Source: an optimization exercise on an open RTL-to-GDS flow (aim: small area). Production flows keep margins and buffers that such runs may drop. The RTL was checked by simulation tests, not by an equivalence proof against the original design. Power figures rest on the tool's default switching activity, not on a simulated workload.

Setup of north:
==> flow/design.v <==
package riscv_pkg;
    localparam int XLEN   = 32;
    localparam int NREGS  = 32;
    localparam int RIDX_W = $clog2(NREGS);
    typedef logic [RIDX_W-1:0] reg_idx_t;
    typedef logic [XLEN-1:0]   xdata_t;
    localparam reg_idx_t REG_ZERO = '0;
endpackage
module rf_wrhold
#(
    parameter int DWIDTH = riscv_pkg::XLEN
) (
    input  logic              we,
    input  logic              we_n,
    input  logic [DWIDTH-1:0] wdata,
    input  logic [DWIDTH-1:0] q,
    output logic [DWIDTH-1:0] d
);
    assign d = ({DWIDTH{we}} & wdata) | ({DWIDTH{we_n}} & q);
endmodule
module rf_aoi
#(
    parameter int N = 3
) (
    input  logic [N-1:0] sel,
    input  logic [N-1:0] din,
    output logic         y_n
);
    assign y_n = !(|(sel & din));
endmodule
module rf_rdport
#(
    parameter int DWIDTH = riscv_pkg::XLEN,
    parameter int NIN    = riscv_pkg::NREGS
) (
    input  logic [NIN-1:0]             sel,
    input  logic [NIN-1:0][DWIDTH-1:0] din,
    output logic [DWIDTH-1:0]          dout
);
    localparam int NGRP = (NIN + 2) / 3;
    for (genvar b = 0; b < DWIDTH; b++) begin : g_bit
        logic [NIN-1:0]  din_b;
        logic [NGRP-1:0] grp_n;
        for (genvar i = 0; i < NIN; i++) begin : g_in
            assign din_b[i] = din[i][b];
        end
        for (genvar g = 0; g < NGRP; g++) begin : g_grp
            localparam int N = (3*g + 3 <= NIN) ? 3 : NIN - 3*g;
            rf_aoi #(.N(N)) u_aoi (.sel(sel[3*g +: N]), .din(din_b[3*g +: N]), .y_n(grp_n[g]));
        end
        assign dout[b] = !(&grp_n);
    end
endmodule
module regfile_sb
#(
    parameter int DWIDTH = riscv_pkg::XLEN,
    parameter int NREGS  = riscv_pkg::NREGS,
    parameter int AWIDTH = $clog2(NREGS),
    parameter int BYPASS = 1
) (
    input  logic              clk,
    input  logic              rst_n,
    input  logic [AWIDTH-1:0] rs1,
    input  logic [AWIDTH-1:0] rs2,
    output logic [DWIDTH-1:0] porta,
    output logic [DWIDTH-1:0] portb,
    output logic              porta_ready,
    output logic              portb_ready,
    input  logic              issue_en,
    input  logic [AWIDTH-1:0] issue_rd,
    input  logic              RegWen,
    input  logic [AWIDTH-1:0] rd,
    input  logic [DWIDTH-1:0] writedata,
    output logic [NREGS-1:0]  pending
);
    localparam bit FWD = (BYPASS != 0);
    logic [NREGS-1:1][DWIDTH-1:0] regs;      
    logic [NREGS-1:1][DWIDTH-1:0] regs_nxt;  
    logic [NREGS-1:1]             vld;       
    logic [NREGS-1:1]             vld_nxt;
    logic [NREGS-1:1]             we;        
    logic [NREGS-1:1]             sel_a, sel_b;
    logic [NREGS-1:1][DWIDTH-1:0] rdin;
    logic [NREGS-1:1]             pend_q;
    always_comb begin
        for (int i = 1; i < NREGS; i++) begin
            we[i] = RegWen && (rd == AWIDTH'(i));
        end
    end
    for (genvar i = 1; i < NREGS; i++) begin : g_word
        for (genvar h = 0; h < DWIDTH; h++) begin : g_bit
            rf_wrhold #(.DWIDTH(1)) u_hold (
                .we    (we[i]),
                .we_n  (!we[i]),
                .wdata (writedata[h]),
                .q     (regs[i][h]),
                .d     (regs_nxt[i][h])
            );
        end
    end
    always_ff @(posedge clk) begin
        regs <= regs_nxt;
    end
    assign vld_nxt = vld | we;
    always_ff @(posedge clk or negedge rst_n) begin
        if (!rst_n) begin
            vld <= '0;
        end else begin
            vld <= vld_nxt;
        end
    end
    always_ff @(posedge clk or negedge rst_n) begin
        if (!rst_n) begin
            pend_q <= '0;
        end else begin
            for (int i = 1; i < NREGS; i++) begin
                if (issue_en && issue_rd == AWIDTH'(i)) begin
                    pend_q[i] <= 1'b1;
                end else if (we[i]) begin
                    pend_q[i] <= 1'b0;
                end
            end
        end
    end
    assign pending = {pend_q, 1'b0};
    always_comb begin
        for (int i = 1; i < NREGS; i++) begin
            sel_a[i] = (rs1 == AWIDTH'(i)) && (FWD ? vld_nxt[i] : vld[i]);
            sel_b[i] = (rs2 == AWIDTH'(i)) && (FWD ? vld_nxt[i] : vld[i]);
            rdin[i]  = FWD ? regs_nxt[i] : regs[i];
        end
    end
    rf_rdport #(.DWIDTH(DWIDTH), .NIN(NREGS-1)) u_rda (.sel(sel_a), .din(rdin), .dout(porta));
    rf_rdport #(.DWIDTH(DWIDTH), .NIN(NREGS-1)) u_rdb (.sel(sel_b), .din(rdin), .dout(portb));
    assign porta_ready = (rs1 == '0) || !pending[rs1] || (FWD && RegWen && (rd == rs1));
    assign portb_ready = (rs2 == '0) || !pending[rs2] || (FWD && RegWen && (rd == rs2));
endmodule
==> flow/config.mk <==
export PLATFORM = sky130hd
export DESIGN_NAME = regfile_sb
export DESIGN_NICKNAME = regfile_sb
export VERILOG_FILES = /design/flow/design.v
export SDC_FILE = /design/flow/constraint.sdc
export NUM_CORES = 4
export LEC_CHECK = 0
export CAP_MARGIN = 20
export CORE_MARGIN = 2
export CORE_UTILIZATION = 40
export PLACE_DENSITY = 0.6
export SLEW_MARGIN = 20
export SYNTH_HIERARCHICAL = 1
==> flow/constraint.sdc <==
create_clock -name core_clock -period 7.0 [get_ports {clk}]
set_input_delay 1.4000 -clock core_clock [delete_from_list [all_inputs] [get_ports {clk}]]
set_output_delay 1.4000 -clock core_clock [all_outputs]
set_load 0.01 [all_outputs]
standard.sh (not shown) runs the stock make flow with config.mk's settings and CLKGATE_MAP_FILE= SYNTH_SCRIPT=/design/flow/synth_recipe.tcl, a recipe that flattens the netlist after the stock synthesis.
==> flow/flow/run.sh <==
#!/bin/bash
# Standard ORFS layout (standard.sh, synthesis unchanged) with two layout choices:
#  - ports are buffered with a small plain buffer instead of the resizer's default pick;
#  - CTS uses clkbuf_8 leaves over larger sink clusters and no dummy balancing loads.
set -euo pipefail
CTS="-sink_clustering_enable -repair_clock_nets -dont_use_dummy_load"
CTS="$CTS -buf_list sky130_fd_sc_hd__clkbuf_8 -sink_clustering_size 14 -sink_clustering_max_diameter 100"
bash standard.sh \
    "BUFFER_PORTS_ARGS=-buffer_cell sky130_fd_sc_hd__buf_1" \
    "CTS_ARGS=$CTS" \
    finish > standard_flow.log 2>&1
What south does differently from north at the input level:
-- flow/design.v --
<<< north, line 83
    logic [NREGS-1:1][DWIDTH-1:0] rdin;
    logic [NREGS-1:1]             pend_q;
    always_comb begin
        for (int i = 1; i < NREGS; i++) begin
            we[i] = RegWen && (rd == AWIDTH'(i));
        end
    end
    for (genvar i = 1; i < NREGS; i++) begin : g_word
        for (genvar h = 0; h < DWIDTH; h++) begin : g_bit
>>> south, line 83
    logic [NREGS-1:1][DWIDTH-1:0] rdin;
    logic [NREGS-1:1]             pend_q;
    function automatic logic [NREGS-1:0] dec5(input logic [AWIDTH-1:0] a, input logic en);
        logic [3:0] hi;
        logic [7:0] lo;
        hi = 4'(en) << a[4:3];
        lo = 8'(1) << a[2:0];
        for (int i = 0; i < NREGS; i++) begin
            dec5[i] = hi[i >> 3] && lo[i & 7];
        end
    endfunction
    logic [NREGS-1:0] dec_w, dec_a, dec_b;
    assign dec_w = dec5(rd, RegWen);
    assign dec_a = dec5(rs1, 1'b1);
    assign dec_b = dec5(rs2, 1'b1);
    assign we    = dec_w[NREGS-1:1];
    for (genvar i = 1; i < NREGS; i++) begin : g_word
        for (genvar h = 0; h < DWIDTH; h++) begin : g_bit
<<< north, line 126
    always_comb begin
        for (int i = 1; i < NREGS; i++) begin
            sel_a[i] = (rs1 == AWIDTH'(i)) && (FWD ? vld_nxt[i] : vld[i]);
            sel_b[i] = (rs2 == AWIDTH'(i)) && (FWD ? vld_nxt[i] : vld[i]);
            rdin[i]  = FWD ? regs_nxt[i] : regs[i];
        end
>>> south, line 135
    always_comb begin
        for (int i = 1; i < NREGS; i++) begin
            sel_a[i] = dec_a[i] && (FWD ? vld_nxt[i] : vld[i]);
            sel_b[i] = dec_b[i] && (FWD ? vld_nxt[i] : vld[i]);
            rdin[i]  = FWD ? regs_nxt[i] : regs[i];
        end
## What came out
- [south vs north] worst hold slack after final layout: lower in south
- Critical path depth for south: 1 down relative to north
- Between south and north, the combinational share of power does not differ in any meaningful way.
- Of north and south, the run reporting the lower peak supply drop was north.
- Comparing south with north, the final routed wirelength across all metal layers came out essentially unchanged.
- The die area of north and that of south are within noise of each other.
- Summary — fraction of the cycle the final worst path needs, south relative to north: higher, by 2.1 points.
- Compared with north, south shows synthesized cell count that has gone up slightly.
- From south to north, number of DRC violations after detailed routing did not move at all.
- north and south ended up with nearly the same power in combinational cells.
- [compare] base=north new=south: post-route cell area has remained practically unchanged, setup slack at placement has decreased, total power comparable.
- From south to north, number of ports placed on the die boundary did not move at all.

-- separate check: timing with driven ports --
How much do the figures lean on ideal ports? The routed layouts below were timed once more, with nothing changed but the port constraints.
Step 1 sets driving cells, clkbuf_16 on the clock port and buf_2 on the other inputs (assumed; they add their load-dependent delay and slew).
Step 2 adds t to the input delays and takes it off the output delays; t is the mean of the earliest and latest rising clock arrival at the registers after step 1. Input paths then give back, and output paths get back, about the clock's delay inside the block.
Three values: ideal ports, drivers, drivers and shift; two values: the first two.
| run | shift t [ns] | setup slack, ns | worst data-port slew with drivers (ns) | pins driven straight from the clock port |
|---|---|---|---|---|
| north | 0.788 | 0.529 / 0.408 / 0.408 | 0.17 | 1 |
| south | 0.838 | 0.381 / 0.360 / 0.360 | 0.12 | 1 |
After both steps every run listed still meets setup and hold. For north, which loses most, drivers alone change the setup slack by -0.121 ns; drivers and shift together by -0.121 ns.
